Context: an optimization exercise on an open-source flow, tuned for small area. The choices shown serve that exercise and are no tape-out recipe. RTL that was checked went through simulation tests only; none was proved equivalent to the original.

==> inputs of run Y <==
==> flow/design.v <==
`timescale 1ns/1ps
`timescale 1ns/1ps
module regFile (
  input  logic        clk,
  input  logic [15:0] we,
  input  logic [31:0] wd,
  input  logic [15:0] selA,
  input  logic [15:0] selB,
  output logic [31:0] rdA,
  output logic [31:0] rdB
);
  logic [31:0] regs [0:15];
  always_ff @(posedge clk)
  begin
    for (int i = 0; i < 16; i++)
    begin
      if (we[i])
      begin
        regs[i] <= wd;
      end
    end
  end
  always_comb
  begin
    rdA = '0;
    rdB = '0;
    for (int i = 0; i < 16; i++)
    begin
      rdA = rdA | (regs[i] & {32{selA[i]}});
      rdB = rdB | (regs[i] & {32{selB[i]}});
    end
  end
endmodule
`timescale 1ns/1ps
`timescale 1ns/1ps
module executeUnit (
  input  logic        en,
  input  logic [31:0] a,
  input  logic [31:0] b,
  input  logic [3:0]  opc,
  input  logic        cFlag,
  output logic [31:0] result,
  output logic        arith,
  output logic        carry,
  output logic        ovf
);
  logic invA;
  logic invB;
  logic cin;
  always_comb
  begin
    invA  = 1'b0;
    invB  = 1'b0;
    arith = 1'b1;
    cin   = 1'b0;
    case (opc)
      4'd2, 4'd10:  begin invB = 1'b1; cin = 1'b1; end
      4'd3:         begin invA = 1'b1; cin = 1'b1; end
      4'd4, 4'd11:  begin end
      4'd5:         begin cin = cFlag; end
      4'd6:         begin invB = 1'b1; cin = cFlag; end
      4'd7:         begin invA = 1'b1; cin = cFlag; end
      4'd14, 4'd15: begin invB = 1'b1; arith = 1'b0; end
      default:      begin arith = 1'b0; end
    endcase
  end
  logic [31:0] x;
  logic [31:0] y;
  logic [31:0] p;
  logic [31:0] g;
  assign x = a ^ {32{invA}};
  assign y = b ^ {32{invB}};
  assign p = x ^ y;
  assign g = x & y;
  logic [31:0] gp;
  logic [31:0] pp;
  always_comb
  begin
    gp = g;
    pp = p;
    gp[0] = p[0] ? cin : g[0];
    for (int l = 1; l < 32; l = l * 2)
    begin
      for (int i = 2*l - 1; i < 32; i = i + 2*l)
      begin
        gp[i] = pp[i] ? gp[i-l] : gp[i];
        pp[i] = pp[i] & pp[i-l];
      end
    end
    for (int l = 8; l >= 1; l = l / 2)
    begin
      for (int i = 3*l - 1; i < 32; i = i + 2*l)
      begin
        gp[i] = pp[i] ? gp[i-l] : gp[i];
        pp[i] = pp[i] & pp[i-l];
      end
    end
  end
  logic [32:0] c;
  logic [31:0] sum;
  logic [31:0] lv;
  assign c   = {gp, cin};
  assign sum = p ^ c[31:0];
  always_comb
  begin
    case (opc)
      4'd1, 4'd9:   lv = p;        
      4'd12:        lv = p | g;    
      4'd13, 4'd15: lv = y;        
      default:      lv = g;        
    endcase
  end
  assign result = (sum & {32{en & arith}}) | (lv & {32{en & ~arith}});
  assign carry  = c[32];
  assign ovf    = c[32] ^ c[31];
endmodule
`timescale 1ns/1ps
`timescale 1ns/1ps
module armDpTop (
  input  logic        clk,
  input  logic        rstN,
  input  logic        instrValid,
  input  logic [31:0] instr,
  output logic        resultValid,
  output logic        resultWrote,
  output logic [3:0]  resultRd,
  output logic [31:0] resultData,
  output logic [3:0]  flags
);
  logic       immSel;
  logic [3:0] opc;
  logic       setFlags;
  logic [3:0] rn;
  logic [3:0] rd;
  logic [3:0] rot;
  logic [7:0] imm8;
  logic [3:0] rm;
  assign immSel   = instr[25];
  assign opc      = instr[24:21];
  assign setFlags = instr[20];
  assign rn       = instr[19:16];
  assign rd       = instr[15:12];
  assign rot      = instr[11:8];
  assign imm8     = instr[7:0];
  assign rm       = instr[3:0];
  logic        validQ;
  logic        wroteQ;
  logic [3:0]  rdQ;
  logic [31:0] dataQ;
  logic [3:0]  flagsQ;
  logic [15:0] selA;
  logic [15:0] selB;
  logic [15:0] rotHot;
  logic [15:0] we;
  logic        isTest;
  assign isTest = (opc[3:2] == 2'b10);
  always_comb
  begin
    for (int i = 0; i < 16; i++)
    begin
      selA[i]   = (rn == i);
      selB[i]   = (rm == i) & ~immSel;
      rotHot[i] = (rot == i) & immSel;
      we[i]     = ~rstN | (instrValid & ~isTest & (rd == i));
    end
  end
  logic [31:0] rdA;
  logic [31:0] rdB;
  logic [31:0] result;
  regFile regFile0 (
    .clk  (clk),
    .we   (we),
    .wd   (result),
    .selA (selA),
    .selB (selB),
    .rdA  (rdA),
    .rdB  (rdB)
  );
  logic [31:0] immOp;
  always_comb
  begin
    for (int j = 0; j < 32; j++)
    begin
      immOp[j] = 1'b0;
      for (int r = 0; r < 16; r++)
      begin
        if (((j + 2*r) % 32) < 8)
        begin
          immOp[j] = immOp[j] | (rotHot[r] & imm8[(j + 2*r) % 32]);
        end
      end
    end
  end
  logic arith;
  logic carry;
  logic ovf;
  executeUnit executeUnit0 (
    .en     (rstN),
    .a      (rdA),
    .b      (rdB | immOp),
    .opc    (opc),
    .cFlag  (flagsQ[1]),
    .result (result),
    .arith  (arith),
    .carry  (carry),
    .ovf    (ovf)
  );
  logic [3:0] flagsNew;
  assign flagsNew = {result[31], (result == 32'b0),
                     arith ? carry : flagsQ[1],
                     arith ? ovf : flagsQ[0]};
  always_ff @(posedge clk)
  begin
    validQ <= rstN & instrValid;
    wroteQ <= ~isTest;
    rdQ    <= rd;
    dataQ  <= result;
    if (!rstN)
    begin
      flagsQ <= 4'b0;
    end
    else if (instrValid & setFlags)
    begin
      flagsQ <= flagsNew;
    end
  end
  assign resultValid = validQ;
  assign resultWrote = wroteQ;
  assign resultRd    = rdQ;
  assign resultData  = dataQ;
  assign flags       = flagsQ;
endmodule
==> flow/run.sh <==
#!/bin/bash
# synth_recipe.tcl (not shown) runs the flow's synth.tcl, then flattens the netlist and writes it again
# the make line also repeats each setting of config.mk as NAME=value (left out here)
make -C /OpenROAD-flow-scripts/flow DESIGN_CONFIG=/design/flow/config.mk WORK_HOME=/design/flow/orfs CLKGATE_MAP_FILE= SYNTH_SCRIPT=/design/flow/synth_recipe.tcl finish
==> flow/config.mk <==
export PLATFORM = sky130hd
export DESIGN_NAME = armDpTop
export DESIGN_NICKNAME = armDpTop
export VERILOG_FILES = /design/flow/design.v
export SDC_FILE = /design/flow/constraint.sdc
export NUM_CORES = 4
export LEC_CHECK = 0
export CAP_MARGIN = 20
export CORE_MARGIN = 2
export CORE_UTILIZATION = 40
export GPL_TIMING_DRIVEN = 0
export SLEW_MARGIN = 20
export SYNTH_HIERARCHICAL = 1
export SYNTH_MINIMUM_KEEP_SIZE = 0
==> flow/constraint.sdc <==
create_clock -name core_clock -period 6.5 [get_ports {clk}]
set_input_delay 1.3000 -clock core_clock [delete_from_list [all_inputs] [get_ports {clk}]]
set_output_delay 1.3000 -clock core_clock [all_outputs]
set_load 0.01 [all_outputs]
==> run E: changes against run Y <==
==> flow/design.v (replaced) <==
`timescale 1ns/1ps
`timescale 1ns/1ps
module regFile (
  input  logic        clk,
  input  logic [15:0] we,
  input  logic [31:0] wd,
  input  logic [15:0] selA,
  input  logic [15:0] selB,
  output logic [31:0] rdA,
  output logic [31:0] rdB
);
  logic [31:0] regs [0:15];
  always_ff @(posedge clk)
  begin
    for (int i = 0; i < 16; i++)
    begin
      if (we[i])
      begin
        regs[i] <= wd;
      end
    end
  end
  always_comb
  begin
    rdA = '0;
    rdB = '0;
    for (int i = 0; i < 16; i++)
    begin
      rdA = rdA | (regs[i] & {32{selA[i]}});
      rdB = rdB | (regs[i] & {32{selB[i]}});
    end
  end
endmodule
`timescale 1ns/1ps
`timescale 1ns/1ps
module executeUnit (
  input  logic [31:0] a,
  input  logic [31:0] b,
  input  logic [3:0]  opc,
  input  logic        cFlag,
  output logic [31:0] result,
  output logic        arith,
  output logic        carry,
  output logic        ovf
);
  logic invA;
  logic invB;
  logic cin;
  always_comb
  begin
    invA  = 1'b0;
    invB  = 1'b0;
    arith = 1'b1;
    cin   = 1'b0;
    case (opc)
      4'd2, 4'd10: begin invB = 1'b1; cin = 1'b1; end
      4'd3:        begin invA = 1'b1; cin = 1'b1; end
      4'd4, 4'd11: begin end
      4'd5:        begin cin = cFlag; end
      4'd6:        begin invB = 1'b1; cin = cFlag; end
      4'd7:        begin invA = 1'b1; cin = cFlag; end
      4'd14, 4'd15: begin invB = 1'b1; arith = 1'b0; end
      default:     begin arith = 1'b0; end
    endcase
  end
  logic [31:0] x;
  logic [31:0] y;
  logic [31:0] p;
  logic [31:0] g;
  logic [32:0] c;
  assign x = a ^ {32{invA}};
  assign y = b ^ {32{invB}};
  assign p = x ^ y;
  assign g = x & y;
  logic [31:0] gg [0:5];
  logic [31:0] pp [0:5];
  always_comb
  begin
    gg[0] = g;
    pp[0] = p;
    gg[0][0] = g[0] | (p[0] & cin);
    for (int l = 0; l < 5; l++)
    begin
      for (int i = 0; i < 32; i++)
      begin
        if ((i >> l) & 1)
        begin
          gg[l+1][i] = gg[l][i] | (pp[l][i] & gg[l][((i >> l) << l) - 1]);
          pp[l+1][i] = pp[l][i] & pp[l][((i >> l) << l) - 1];
        end
        else
        begin
          gg[l+1][i] = gg[l][i];
          pp[l+1][i] = pp[l][i];
        end
      end
    end
  end
  assign c[0]    = cin;
  assign c[32:1] = gg[5];
  logic [31:0] sum;
  logic [31:0] lv;
  assign sum = p ^ c[31:0];
  always_comb
  begin
    case (opc)
      4'd1, 4'd9:   lv = p;        
      4'd12:        lv = p | g;    
      4'd13, 4'd15: lv = y;        
      default:      lv = g;        
    endcase
  end
  assign result = arith ? sum : lv;
  assign carry  = c[32];
  assign ovf    = c[32] ^ c[31];
endmodule
`timescale 1ns/1ps
`timescale 1ns/1ps
module armDpTop (
  input  logic        clk,
  input  logic        rstN,
  input  logic        instrValid,
  input  logic [31:0] instr,
  output logic        resultValid,
  output logic        resultWrote,
  output logic [3:0]  resultRd,
  output logic [31:0] resultData,
  output logic [3:0]  flags
);
  logic [25:0] insQ;
  logic        validQ;
  logic [3:0]  flagsQ;
  always_ff @(posedge clk)
  begin
    insQ   <= instr[25:0];
    validQ <= rstN & instrValid;
    flagsQ <= rstN ? flags : 4'b0;
  end
  logic       immSel;
  logic [3:0] opc;
  logic       setFlags;
  logic [3:0] rn;
  logic [3:0] rd;
  logic [3:0] rot;
  logic [7:0] imm8;
  logic [3:0] rm;
  assign immSel   = insQ[25];
  assign opc      = insQ[24:21];
  assign setFlags = insQ[20];
  assign rn       = insQ[19:16];
  assign rd       = insQ[15:12];
  assign rot      = insQ[11:8];
  assign imm8     = insQ[7:0];
  assign rm       = insQ[3:0];
  logic [15:0] selA;
  logic [15:0] selB;
  logic [15:0] rotHot;
  logic [15:0] we;
  logic        isTest;
  logic [31:0] result;
  assign isTest = (opc[3:2] == 2'b10);
  always_comb
  begin
    for (int i = 0; i < 16; i++)
    begin
      selA[i]   = (rn == i);
      selB[i]   = (rm == i) & ~immSel;
      rotHot[i] = (rot == i) & immSel;
      we[i]     = ~rstN | (validQ & ~isTest & (rd == i));
    end
  end
  logic [31:0] rdA;
  logic [31:0] rdB;
  regFile regFile0 (
    .clk  (clk),
    .we   (we),
    .wd   (result & {32{rstN}}),
    .selA (selA),
    .selB (selB),
    .rdA  (rdA),
    .rdB  (rdB)
  );
  logic [31:0] immOp;
  always_comb
  begin
    for (int j = 0; j < 32; j++)
    begin
      immOp[j] = 1'b0;
      for (int r = 0; r < 16; r++)
      begin
        if (((j + 2*r) % 32) < 8)
        begin
          immOp[j] = immOp[j] | (rotHot[r] & imm8[(j + 2*r) % 32]);
        end
      end
    end
  end
  logic [31:0] a;
  logic [31:0] b;
  assign a = rdA;
  assign b = rdB | immOp;
  logic arith;
  logic carry;
  logic ovf;
  executeUnit executeUnit0 (
    .a      (a),
    .b      (b),
    .opc    (opc),
    .cFlag  (flagsQ[1]),
    .result (result),
    .arith  (arith),
    .carry  (carry),
    .ovf    (ovf)
  );
  logic [3:0] flagsNew;
  assign flagsNew = {result[31], (result == 32'b0),
                     arith ? carry : flagsQ[1],
                     arith ? ovf : flagsQ[0]};
  assign flags       = (validQ & setFlags) ? flagsNew : flagsQ;
  assign resultValid = validQ;
  assign resultWrote = ~isTest;
  assign resultRd    = rd;
  assign resultData  = result;
endmodule
Settings changed: GPL_TIMING_DRIVEN 0 to unset.
==> reports/metrics.yaml <==
clk_latency_ps: 650
synthTopCellsByArea: "edfxtp_1 (56%), a221oi_1 (9.1%), a22o_1 (7.1%)"
grt_pass1_wl_um: 147000
cts_num_sinks: 543
setup_violations: 26
startpoint: "insQ[25]"
post-cts-setup-buffer-count: 22
status: "failed layout checks"
worst_slack_ps: -931
synth_top_area_frac: 0.563
min_period_over_period: 1.14
violations: "setup timing"
num-nonclk-buffers: 461
the above is filed under run E

==> reports/metrics.yaml <==
status: "failed layout checks"
violations: "setup timing"
cts_num_sinks: 554
startpoint: "instr[16]"
synth_top_area_frac: 0.566
grt_pass1_wl_um: 144000
setup_violations: 1
worst_slack_ps: -224
clk_latency_ps: 660
the above is filed under run Y

Function not checked in run E: the RTL went through the layout flow alone.

## afterwards: timing with drivers on the ports
How much do the figures lean on ideal ports? The routed layouts below were timed once more, with nothing changed but the port constraints.
Step 1 sets driving cells, clkbuf_16 on the clock port and buf_2 on the other inputs (assumed; they add their load-dependent delay and slew).
Step 2 times the ports against the registers' clock, not the clock port: input delays grow and output delays shrink by t, the midpoint of the rising clock arrivals with the driver on.
Three values: ideal ports, drivers, drivers and shift; two values: the first two.
run	t (ns)	slack for setup (ns)	slew at the worst register clock pin (ns)
run Y	0.694	-0.224 / -0.195 / -0.888	0.07 / 0.07
run E	0.688	-0.931 / -0.992 / -0.305	0.07 / 0.07
For run Y, which loses most, drivers alone change the setup slack by +0.029 ns; drivers and shift together by -0.664 ns.
